This design comes from an exercise in tuning for small area on the open sky130 flow, not from production work.
Function was checked by simulation only, so behaviour that the tests miss may differ from the original.
Power is estimated from default activity; no workload was simulated.

// avmm_fir_coef_bank
module avmm_fir_coef_bank #(
  parameter int N_TAPS    = 16,
  parameter int COEF_W    = 16,
  parameter int DATA_W    = 32,
  parameter int ADDR_W    = 10,
  parameter int BURST_W   = 4,
  parameter int MAX_BURST = 8,
  parameter int N_PIO     = 8
) (
  input  logic                     clk_clk,
  input  logic                     reset_reset,
  input  logic [ADDR_W-1:0]        s0_address,
  input  logic                     s0_read,
  input  logic                     s0_write,
  input  logic [DATA_W-1:0]        s0_writedata,
  input  logic [DATA_W/8-1:0]      s0_byteenable,
  input  logic [BURST_W-1:0]       s0_burstcount,
  output logic [DATA_W-1:0]        s0_readdata,
  output logic                     s0_readdatavalid,
  output logic                     s0_waitrequest,
  output logic [N_PIO-1:0]         pio_export,
  output logic [N_TAPS*COEF_W-1:0] coef_active,
  output logic                     coef_busy,
  output logic                     coef_update
);
==> module avmm_fir_coef_bank, before the edit <==
module avmm_fir_coef_bank #(
  parameter int N_TAPS    = 16,
  parameter int COEF_W    = 16,
  parameter int DATA_W    = 32,
  parameter int ADDR_W    = 10,
  parameter int BURST_W   = 4,
  parameter int MAX_BURST = 8,
  parameter int N_PIO     = 8
) (
  input  logic                     clk_clk,
  input  logic                     reset_reset,
  input  logic [ADDR_W-1:0]        s0_address,
  input  logic                     s0_read,
  input  logic                     s0_write,
  input  logic [DATA_W-1:0]        s0_writedata,
  input  logic [DATA_W/8-1:0]      s0_byteenable,
  input  logic [BURST_W-1:0]       s0_burstcount,
  output logic [DATA_W-1:0]        s0_readdata,
  output logic                     s0_readdatavalid,
  output logic                     s0_waitrequest,
  output logic [N_PIO-1:0]         pio_export,
  output logic [N_TAPS*COEF_W-1:0] coef_active,
  output logic                     coef_busy,
  output logic                     coef_update
);
  logic [15:0] shadow_q [16];
  logic [15:0] active_q [16];
  logic [7:0]  pio_q;
  logic        burst_err_q, commit_pend_q;
  logic        busy_q, done_q;
  logic [3:0]  copy_idx_q;
  logic [3:0]  rem_q;
  logic [10:0] addr_q;
  logic        rd1_valid_q;
  logic [15:0] readdata_q;
  logic        readdatavalid_q;
  logic        rem_nz, rd_busy, wr_open, waitreq, rd_acc, wr_first, wr_beat, we;
  logic        bc_bad, wr_open_nxt, commit_hit, status_clr, start_copy;
  logic [3:0]  bc_rem;
  logic [10:0] addr_inc, waddr;
  logic        w_sh, w_ctrl, w_status, w_pio, w_set, w_clr;
  logic [15:0] rd_data;
  logic        sh_we;
  logic [15:0] sh_wd;
  always_comb begin
    rem_nz   = (rem_q != 4'd0);
    rd_busy  = rem_nz & rd1_valid_q;
    wr_open  = rem_nz & !rd1_valid_q;
    waitreq  = busy_q | rd_busy | (wr_open & s0_read & !s0_write);
    rd_acc   = s0_read & !s0_write & !busy_q & !rem_nz;
    wr_first = s0_write & !busy_q & !rem_nz;
    wr_beat  = s0_write & wr_open;
    we       = s0_write & !busy_q & !rd_busy;
    bc_bad   = (s0_burstcount == 4'd0) || (s0_burstcount > 4'd8);
    bc_rem   = bc_bad ? 4'd0 : s0_burstcount - 4'd1;
    addr_inc = addr_q + 11'd1;
    waddr    = wr_first ? {1'b0, s0_address} : addr_inc;
    if (wr_first)     wr_open_nxt = (bc_rem != 4'd0);
    else if (wr_beat) wr_open_nxt = (rem_q != 4'd1);
    else              wr_open_nxt = wr_open;
    w_ctrl   = (waddr == 11'd0);
    w_status = (waddr == 11'd1);
    w_pio    = (waddr == 11'd2);
    w_set    = (waddr == 11'd3);
    w_clr    = (waddr == 11'd4);
    w_sh     = (waddr[10:4] == 7'b0010000);
    commit_hit = we & w_ctrl & s0_byteenable[0] & s0_writedata[0];
    status_clr = we & w_status & s0_byteenable[0] & s0_writedata[1];
    start_copy = (commit_hit | commit_pend_q) & !wr_open_nxt & !busy_q;
    sh_we      = we & w_sh;
    sh_wd      = reset_reset ? 16'd0 : s0_writedata[15:0];
  end
  always_comb begin
    rd_data = 16'd0;
    if (addr_q == 11'd1) rd_data = {14'd0, burst_err_q, busy_q};
    else if (addr_q == 11'd2) rd_data = {8'd0, pio_q};
    else if (addr_q[10:4] == 7'b0010000) rd_data = shadow_q[addr_q[3:0]];
    else if (addr_q[10:4] == 7'b0100000) rd_data = active_q[addr_q[3:0]];
  end
  always_ff @(posedge clk_clk or posedge reset_reset) begin
    if (reset_reset) begin
      pio_q           <= '0;
      burst_err_q     <= 1'b0;
      commit_pend_q   <= 1'b0;
      busy_q          <= 1'b0;
      done_q          <= 1'b0;
      copy_idx_q      <= '0;
      rem_q           <= '0;
      rd1_valid_q     <= 1'b0;
      readdata_q      <= '0;
      readdatavalid_q <= 1'b0;
    end else begin
      rd1_valid_q <= rd_acc | rd_busy;
      if (rd_acc | wr_first) rem_q <= bc_rem;
      else if (rd_busy | wr_beat) rem_q <= rem_q - 4'd1;
      readdatavalid_q <= rd1_valid_q;
      if (rd1_valid_q) readdata_q <= rd_data;
      if (we) begin
        if (w_pio)      pio_q <= s0_byteenable[0] ? s0_writedata[7:0] : pio_q;
        else if (w_set) pio_q <= pio_q | (s0_writedata[7:0] & {8{s0_byteenable[0]}});
        else if (w_clr) pio_q <= pio_q & ~(s0_writedata[7:0] & {8{s0_byteenable[0]}});
      end
      if (status_clr) burst_err_q <= 1'b0;
      if ((rd_acc | wr_first) & bc_bad) burst_err_q <= 1'b1;
      commit_pend_q <= (commit_hit | commit_pend_q) & !start_copy;
      if (busy_q) begin
        copy_idx_q <= copy_idx_q + 4'd1;
        if (copy_idx_q == 4'd15) begin
          busy_q <= 1'b0;
          done_q <= 1'b1;
        end
      end else begin
        done_q <= 1'b0;
        if (start_copy) busy_q <= 1'b1;
      end
    end
  end
  always_ff @(posedge clk_clk) begin
    if (rd_acc | wr_first)      addr_q <= {1'b0, s0_address};
    else if (rd_busy | wr_beat) addr_q <= addr_inc;
  end
  for (genvar i = 0; i < 16; i++) begin : g_tap
    always_ff @(posedge clk_clk) begin
      if (reset_reset | (sh_we & (waddr[3:0] == i) & s0_byteenable[0])) shadow_q[i][7:0]  <= sh_wd[7:0];
      if (reset_reset | (sh_we & (waddr[3:0] == i) & s0_byteenable[1])) shadow_q[i][15:8] <= sh_wd[15:8];
    end
    always_ff @(posedge clk_clk or posedge reset_reset) begin
      if (reset_reset) active_q[i] <= '0;
      else if (busy_q & (copy_idx_q == i)) active_q[i] <= shadow_q[i];
    end
    assign coef_active[i*16 +: 16] = active_q[i];
  end
  assign s0_readdata      = {{16{readdata_q[15]}}, readdata_q};
  assign s0_readdatavalid = readdatavalid_q;
  assign s0_waitrequest   = waitreq;
  assign pio_export       = pio_q;
  assign coef_busy        = busy_q;
  assign coef_update      = done_q;
endmodule
==> flow/config.mk <==
export PLATFORM = sky130hd
export DESIGN_NAME = avmm_fir_coef_bank
export DESIGN_NICKNAME = avmm_fir_coef_bank
export VERILOG_FILES = /design/flow/design.v
export SDC_FILE = /design/flow/constraint.sdc
export NUM_CORES = 4
export LEC_CHECK = 0
export ABC_AREA = 1
export CAP_MARGIN = 20
export CORE_MARGIN = 2
export CORE_UTILIZATION = 55
export SLEW_MARGIN = 20
==> flow/constraint.sdc <==
create_clock -name core_clock -period 10.0 [get_ports {clk_clk}]
set_input_delay 2.0000 -clock core_clock [delete_from_list [all_inputs] [get_ports {clk_clk}]]
set_output_delay 2.0000 -clock core_clock [all_outputs]
set_load 0.01 [all_outputs]
standard.sh (not shown) runs the stock make flow with config.mk's settings and CLKGATE_MAP_FILE= SYNTH_SCRIPT=/design/flow/synth_recipe.tcl, a recipe that flattens the netlist after the stock synthesis.
==> flow/flow/run.sh <==
#!/bin/bash
set -euo pipefail
bash standard.sh \
  "BUFFER_PORTS_ARGS=-buffer_cell sky130_fd_sc_hd__buf_1" \
  "CTS_ARGS=-sink_clustering_enable -repair_clock_nets -dont_use_dummy_load -buf_list sky130_fd_sc_hd__clkbuf_8 -sink_clustering_size 15 -sink_clustering_max_diameter 50" \
  finish > flow_standard.log 2>&1
Change:
--- a/flow/design.v
+++ b/flow/design.v
@@ -38,12 +38,10 @@
   logic        bc_bad, wr_open_nxt, commit_hit, status_clr, start_copy;
   logic [3:0]  bc_rem;
   logic [10:0] addr_inc, waddr;
   logic        w_sh, w_ctrl, w_status, w_pio, w_set, w_clr;
   logic [15:0] rd_data;
-  logic        sh_we;
-  logic [15:0] sh_wd;
   always_comb begin
     rem_nz   = (rem_q != 4'd0);
     rd_busy  = rem_nz & rd1_valid_q;
     wr_open  = rem_nz & !rd1_valid_q;
     waitreq  = busy_q | rd_busy | (wr_open & s0_read & !s0_write);
@@ -65,12 +63,10 @@
     w_clr    = (waddr == 11'd4);
     w_sh     = (waddr[10:4] == 7'b0010000);
     commit_hit = we & w_ctrl & s0_byteenable[0] & s0_writedata[0];
     status_clr = we & w_status & s0_byteenable[0] & s0_writedata[1];
     start_copy = (commit_hit | commit_pend_q) & !wr_open_nxt & !busy_q;
-    sh_we      = we & w_sh;
-    sh_wd      = reset_reset ? 16'd0 : s0_writedata[15:0];
   end
   always_comb begin
     rd_data = 16'd0;
     if (addr_q == 11'd1) rd_data = {14'd0, burst_err_q, busy_q};
     else if (addr_q == 11'd2) rd_data = {8'd0, pio_q};
@@ -118,17 +114,21 @@
   always_ff @(posedge clk_clk) begin
     if (rd_acc | wr_first)      addr_q <= {1'b0, s0_address};
     else if (rd_busy | wr_beat) addr_q <= addr_inc;
   end
   for (genvar i = 0; i < 16; i++) begin : g_tap
-    always_ff @(posedge clk_clk) begin
-      if (reset_reset | (sh_we & (waddr[3:0] == i) & s0_byteenable[0])) shadow_q[i][7:0]  <= sh_wd[7:0];
-      if (reset_reset | (sh_we & (waddr[3:0] == i) & s0_byteenable[1])) shadow_q[i][15:8] <= sh_wd[15:8];
-    end
     always_ff @(posedge clk_clk or posedge reset_reset) begin
-      if (reset_reset) active_q[i] <= '0;
-      else if (busy_q & (copy_idx_q == i)) active_q[i] <= shadow_q[i];
+      if (reset_reset) begin
+        shadow_q[i] <= '0;
+        active_q[i] <= '0;
+      end else begin
+        if (we & w_sh & (waddr[3:0] == i)) begin
+          if (s0_byteenable[0]) shadow_q[i][7:0]  <= s0_writedata[7:0];
+          if (s0_byteenable[1]) shadow_q[i][15:8] <= s0_writedata[15:8];
+        end
+        if (busy_q & (copy_idx_q == i)) active_q[i] <= shadow_q[i];
+      end
     end
     assign coef_active[i*16 +: 16] = active_q[i];
   end
   assign s0_readdata      = {{16{readdata_q[15]}}, readdata_q};
   assign s0_readdatavalid = readdatavalid_q;
Result: Critical path depth does not change. Combinational power falls by 42%. Core utilization falls by 0.69 points. Clock power went up by about 4%. Clock skew stays flat. Routed wire length is higher by 8.2%. Global-route usage grows by 1.1 points. Count of clock-buffer cells in the layout went up by 2. Final area goes up by 4.1%. Setup slack improves by 0.039 ns. Sequential power goes down by 15%. Synthesized area rises by 5.6%.

[port drivers added, routing unchanged]
The results above use ideal ports. As a check the final layouts listed here were re-extracted and re-timed, cells and wires unchanged. Step 1, drivers: a clkbuf_16 drives clk_clk and a buf_2 each remaining input, both assumed. Step 2 times the ports against the registers' clock, not the clock port: input delays grow and output delays shrink by t, the midpoint of the rising clock arrivals with the driver on. Slacks: no drivers / after step 1 / after step 2; pairs: no drivers / after step 1.
| run | shift t [ns] | setup WS [ns] | latest minus earliest clock arrival (ns) | worst data-port slew with drivers (ns) |
|---|---|---|---|---|
| the first run | 0.717 | 5.440 / 5.384 / 4.920 | 0.063 / 0.062 | 0.05 |
| the second run | 0.746 | 5.479 / 5.454 / 4.968 | 0.063 / 0.063 | 0.05 |
After both steps setup and hold are still met in every run listed. The setup slack of the first run, which loses most, moves by -0.056 ns with the drivers and by -0.520 ns with both steps.
